Source: an optimization exercise on an open RTL-to-GDS flow (aim: small area, a short achievable clock period and few clock cycles per item). Production flows keep margins and buffers that such runs may drop. RTL that was checked went through simulation tests only; none was proved equivalent to the original.

## job 101
==> flow/design.v <==
package sm3Pkg;
	typedef logic [31:0] wordT;
	typedef struct packed {
		wordT a;
		wordT b;
		wordT c;
		wordT d;
		wordT e;
		wordT f;
		wordT g;
		wordT h;
	} stateT;
	localparam int numRounds = 64;
	localparam int lowRounds = 16;
	localparam wordT tLow  = 32'h79cc4519;
	localparam wordT tHigh = 32'h7a879d8a;
	function automatic wordT rotl(input wordT x, input int n);
		rotl = (x << n) | (x >> (32 - n));
	endfunction
	function automatic wordT p0(input wordT x);
		p0 = x ^ rotl(x, 9) ^ rotl(x, 17);
	endfunction
	function automatic wordT p1(input wordT x);
		p1 = x ^ rotl(x, 15) ^ rotl(x, 23);
	endfunction
	function automatic wordT add2(input wordT x, input wordT y);
		logic [31:0] p;
		logic [31:0] g;
		logic [31:0] gp;
		logic [31:0] pp;
		int          k;
		p  = x ^ y;
		g  = x & y;
		gp = g;
		pp = p;
		for (int l = 0; l < 5; l++) begin
			for (int j = 0; j < 32; j++) begin
				if (((j >> l) & 1) == 1) begin
					k = ((j >> (l + 1)) << (l + 1)) + (1 << l) - 1;
					gp[j] = gp[j] | (pp[j] & gp[k]);
					pp[j] = pp[j] & pp[k];
				end
			end
		end
		add2 = p ^ {gp[30:0], 1'b0};
	endfunction
	function automatic wordT add2x(input wordT x, input wordT y, input wordT v);
		logic [31:0] p;
		logic [31:0] g;
		logic [31:0] gp;
		logic [31:0] pp;
		int          k;
		p  = x ^ y;
		g  = x & y;
		gp = g;
		pp = p;
		for (int l = 0; l < 5; l++) begin
			for (int j = 0; j < 32; j++) begin
				if (((j >> l) & 1) == 1) begin
					k = ((j >> (l + 1)) << (l + 1)) + (1 << l) - 1;
					gp[j] = gp[j] | (pp[j] & gp[k]);
					pp[j] = pp[j] & pp[k];
				end
			end
		end
		add2x = (p ^ v) ^ {gp[30:0], 1'b0};
	endfunction
	function automatic wordT add3(input wordT x, input wordT y, input wordT z);
		wordT s;
		wordT c;
		s = x ^ y ^ z;
		c = (x & y) | (x & z) | (y & z);
		add3 = add2(s, {c[30:0], 1'b0});
	endfunction
endpackage
module sm3RoundCtrl (
	input  logic       clk,
	input  logic       enable,
	input  logic       start,
	output logic       accept,
	output logic       high,
	output logic       lastRound,
	output logic       lowLast,
	output logic       busy,
	output logic       done
);
	logic [5:0] roundCnt;
	assign accept    = start & ~busy;
	assign lastRound = busy & (roundCnt == 6'd63);
	assign lowLast   = roundCnt == 6'd15;
	always_ff @(posedge clk) begin
		if (accept) begin
			high <= 1'b0;
		end else if (lowLast) begin
			high <= 1'b1;
		end
	end
	always_ff @(posedge clk or posedge enable) begin
		if (enable) begin
			busy     <= 1'b0;
			done     <= 1'b0;
			roundCnt <= '0;
		end else begin
			done <= lastRound;
			if (accept) begin
				busy     <= 1'b1;
				roundCnt <= '0;
			end else if (busy) begin
				roundCnt <= roundCnt + 1'b1;
				if (lastRound) begin
					busy <= 1'b0;
				end
			end
		end
	end
endmodule
module sm3MsgExpand (
	input  logic          clk,
	input  logic          accept,
	input  logic [511:0]  block,
	output sm3Pkg::wordT  wNext,
	output sm3Pkg::wordT  wNextPrime
);
	logic [511:0] window;
	sm3Pkg::wordT mix;
	sm3Pkg::wordT nextWord;
	always_comb begin
		mix      = window[511:480] ^ window[287:256] ^ sm3Pkg::rotl(window[95:64], 15);
		nextWord = sm3Pkg::p1(mix) ^ sm3Pkg::rotl(window[415:384], 7) ^ window[191:160];
	end
	always_ff @(posedge clk) begin
		if (accept) begin
			window <= block;
		end else begin
			window <= {window[479:0], nextWord};
		end
	end
	assign wNext      = window[479:448];
	assign wNextPrime = window[479:448] ^ window[351:320];
endmodule
module sm3RoundState (
	input  logic              clk,
	input  logic              enable,
	input  logic              accept,
	input  logic              high,
	input  logic              lastRound,
	input  logic              lowLast,
	input  sm3Pkg::stateT     chainIn,
	input  logic [511:0]      block,
	input  sm3Pkg::wordT      wNext,
	input  sm3Pkg::wordT      wNextPrime,
	output sm3Pkg::stateT     chainOut
);
	sm3Pkg::stateT st;
	sm3Pkg::stateT savedChain;
	sm3Pkg::stateT nextSt;
	sm3Pkg::stateT finalSt;
	sm3Pkg::wordT tj;
	sm3Pkg::wordT a12;
	sm3Pkg::wordT ss1;
	sm3Pkg::wordT ss2;
	sm3Pkg::wordT ffv;
	sm3Pkg::wordT ggv;
	sm3Pkg::wordT x1;
	sm3Pkg::wordT x2;
	sm3Pkg::wordT tt1;
	sm3Pkg::wordT tt2;
	sm3Pkg::wordT dIn;
	sm3Pkg::wordT dW;
	sm3Pkg::wordT hIn;
	sm3Pkg::wordT hW;
	logic         first;
	sm3Pkg::wordT eCur;
	assign eCur = st.e ^ ({32{~first}} & (sm3Pkg::rotl(st.e, 9) ^ sm3Pkg::rotl(st.e, 17)));
	always_comb begin
		a12 = sm3Pkg::rotl(st.a, 12);
		ss1 = sm3Pkg::rotl(sm3Pkg::add3(a12, eCur, tj), 7);
		ss2 = ss1 ^ a12;
		if (high) begin
			ffv = (st.a & st.b) | (st.a & st.c) | (st.b & st.c);
			ggv = (eCur & st.f) | (~eCur & st.g);
		end else begin
			ffv = st.a ^ st.b ^ st.c;
			ggv = eCur ^ st.f ^ st.g;
		end
		x1  = sm3Pkg::add2(ffv, st.d);
		x2  = sm3Pkg::add2(ggv, st.h);
		tt1 = sm3Pkg::add2(x1, ss2);
		tt2 = sm3Pkg::add2(x2, ss1);
	end
	always_comb begin
		if (accept) begin
			dIn = chainIn.d;
			dW  = block[511:480] ^ block[383:352];
			hIn = chainIn.h;
			hW  = block[511:480];
		end else begin
			dIn = st.c;
			dW  = wNextPrime;
			hIn = st.g;
			hW  = wNext;
		end
	end
	always_comb begin
		nextSt.a = tt1;
		nextSt.b = st.a;
		nextSt.c = sm3Pkg::rotl(st.b, 9);
		nextSt.d = sm3Pkg::add2(dIn, dW);
		nextSt.e = tt2;
		nextSt.f = eCur;
		nextSt.g = sm3Pkg::rotl(st.f, 19);
		nextSt.h = sm3Pkg::add2(hIn, hW);
	end
	always_comb begin
		finalSt   = nextSt ^ savedChain;
		finalSt.a = sm3Pkg::add2x(x1, ss2, savedChain.a);
		finalSt.d = st.c ^ savedChain.d;
		finalSt.e = (tt2 ^ sm3Pkg::rotl(tt2, 9)) ^ (sm3Pkg::rotl(tt2, 17) ^ savedChain.e);
		finalSt.h = st.g ^ savedChain.h;
	end
	always_ff @(posedge clk) begin
		if (accept) begin
			st.a <= chainIn.a;
			st.b <= chainIn.b;
			st.c <= chainIn.c;
			st.e <= chainIn.e;
			st.f <= chainIn.f;
			st.g <= chainIn.g;
			tj   <= sm3Pkg::tLow;
		end else begin
			st.a <= nextSt.a;
			st.b <= nextSt.b;
			st.c <= nextSt.c;
			st.e <= nextSt.e;
			st.f <= nextSt.f;
			st.g <= nextSt.g;
			if (lowLast) begin
				tj <= sm3Pkg::rotl(sm3Pkg::tHigh, 16);
			end else begin
				tj <= sm3Pkg::rotl(tj, 1);
			end
		end
		st.d <= nextSt.d;
		st.h <= nextSt.h;
	end
	always_ff @(posedge clk) begin
		first <= accept;
	end
	always_ff @(posedge clk) begin
		if (accept) begin
			savedChain <= chainIn;
		end
	end
	always_ff @(posedge clk or posedge enable) begin
		if (enable) begin
			chainOut <= '0;
		end else if (lastRound) begin
			chainOut <= finalSt;
		end
	end
endmodule
module sm3Compress (
	input  logic          clk,
	input  logic          enable,
	input  logic          start,
	input  logic [255:0]  chainIn,
	input  logic [511:0]  block,
	output logic [255:0]  chainOut,
	output logic          busy,
	output logic          done
);
	logic         accept;
	logic         high;
	logic         lastRound;
	logic         lowLast;
	sm3Pkg::wordT wNext;
	sm3Pkg::wordT wNextPrime;
	sm3RoundCtrl u_ctrl (
		.clk       (clk),
		.enable    (enable),
		.start     (start),
		.accept    (accept),
		.high      (high),
		.lastRound (lastRound),
		.lowLast   (lowLast),
		.busy      (busy),
		.done      (done)
	);
	sm3MsgExpand u_expand (
		.clk        (clk),
		.accept     (accept),
		.block      (block),
		.wNext      (wNext),
		.wNextPrime (wNextPrime)
	);
	sm3RoundState u_round (
		.clk        (clk),
		.enable     (enable),
		.accept     (accept),
		.high       (high),
		.lastRound  (lastRound),
		.lowLast    (lowLast),
		.chainIn    (chainIn),
		.block      (block),
		.wNext      (wNext),
		.wNextPrime (wNextPrime),
		.chainOut   (chainOut)
	);
endmodule
clock: 10.0 ns
lec_check: 0
abc_area: 1
cap_margin: 20
core_margin: 2
core_utilization: 60
place_density: 0.7
setup_slack_margin: 5
slew_margin: 20
standard.sh (not shown) runs the stock make flow with config.mk's settings and CLKGATE_MAP_FILE= SYNTH_SCRIPT=/design/flow/synth_recipe.tcl, a recipe that flattens the netlist after the stock synthesis.
==> flow/flow/run.sh <==
#!/bin/bash
# The standard layout (standard.sh) with single-strength port buffers and
# a clock tree of clkbuf_8 buffers without dummy balancing loads
set -e
export BUFFER_PORTS_ARGS="-buffer_cell sky130_fd_sc_hd__buf_1"
export CTS_ARGS="-sink_clustering_enable -repair_clock_nets -dont_use_dummy_load -buf_list {sky130_fd_sc_hd__clkbuf_8}"
bash standard.sh > standard.log 2>&1
Job 101 | status: complete | timing, DRC, antenna: pass
### job 101 -> job 102
diff --git a/flow/design.v b/flow/design.v
--- a/flow/design.v
+++ b/flow/design.v
@@ -169,19 +169,16 @@
 	sm3Pkg::wordT dW;
 	sm3Pkg::wordT hIn;
 	sm3Pkg::wordT hW;
-	logic         first;
-	sm3Pkg::wordT eCur;
-	assign eCur = st.e ^ ({32{~first}} & (sm3Pkg::rotl(st.e, 9) ^ sm3Pkg::rotl(st.e, 17)));
 	always_comb begin
 		a12 = sm3Pkg::rotl(st.a, 12);
-		ss1 = sm3Pkg::rotl(sm3Pkg::add3(a12, eCur, tj), 7);
+		ss1 = sm3Pkg::rotl(sm3Pkg::add3(a12, st.e, tj), 7);
 		ss2 = ss1 ^ a12;
 		if (high) begin
 			ffv = (st.a & st.b) | (st.a & st.c) | (st.b & st.c);
-			ggv = (eCur & st.f) | (~eCur & st.g);
+			ggv = (st.e & st.f) | (~st.e & st.g);
 		end else begin
 			ffv = st.a ^ st.b ^ st.c;
-			ggv = eCur ^ st.f ^ st.g;
+			ggv = st.e ^ st.f ^ st.g;
 		end
 		x1  = sm3Pkg::add2(ffv, st.d);
 		x2  = sm3Pkg::add2(ggv, st.h);
@@ -206,8 +203,8 @@
 		nextSt.b = st.a;
 		nextSt.c = sm3Pkg::rotl(st.b, 9);
 		nextSt.d = sm3Pkg::add2(dIn, dW);
-		nextSt.e = tt2;
-		nextSt.f = eCur;
+		nextSt.e = sm3Pkg::p0(tt2);
+		nextSt.f = st.e;
 		nextSt.g = sm3Pkg::rotl(st.f, 19);
 		nextSt.h = sm3Pkg::add2(hIn, hW);
 	end
@@ -244,9 +241,6 @@
 		st.h <= nextSt.h;
 	end
 	always_ff @(posedge clk) begin
-		first <= accept;
-	end
-	always_ff @(posedge clk) begin
 		if (accept) begin
 			savedChain <= chainIn;
 		end
### Flow results
Non-clock buffer count is higher on job 101
Looking at job 102 and job 101, the synthesized area divided by synthesized cell count is a wash.
Job 102 against job 101: global-route usage went down, design area went down.
On flip-flop and latch count, job 102 and job 101 are neck and neck.
Testbench counts of job 102, summed over its fixed seeds: cycles 12,488, blocks 192.
No functional check of the RTL was part of job 101.

port drivers added, routing unchanged:
The results above use ideal ports. As a check the final layouts listed here were re-extracted and re-timed, cells and wires unchanged.
Step 1 assumes that a clkbuf_16 drives the clock port and a buf_2 every other input.
Step 2 adds t to the input delays and takes it off the output delays; t is the mean of the earliest and latest rising clock arrival at the registers after step 1. Input paths then give back, and output paths get back, about the clock's delay inside the block.
Slacks: ideal ports / drivers / drivers and shift; pairs: ideal ports / drivers.
run | shift t [ns] | slack for setup (ns) | hold slack, ns | worst setup path after step 2 | clock arrival spread, ns
job 101 | 0.964 | 4.407 / 4.407 / 4.262 | 0.411 / 0.411 / 0.411 | input to register | 0.104 / 0.104
job 102 | 0.959 | 4.966 / 4.966 / 4.288 | 0.396 / 0.396 / 0.396 | input to register | 0.104 / 0.104
After both steps every run listed still meets setup and hold. The setup slack of job 102, which loses most, moves by 0.000 ns with the drivers and by -0.678 ns with both steps.
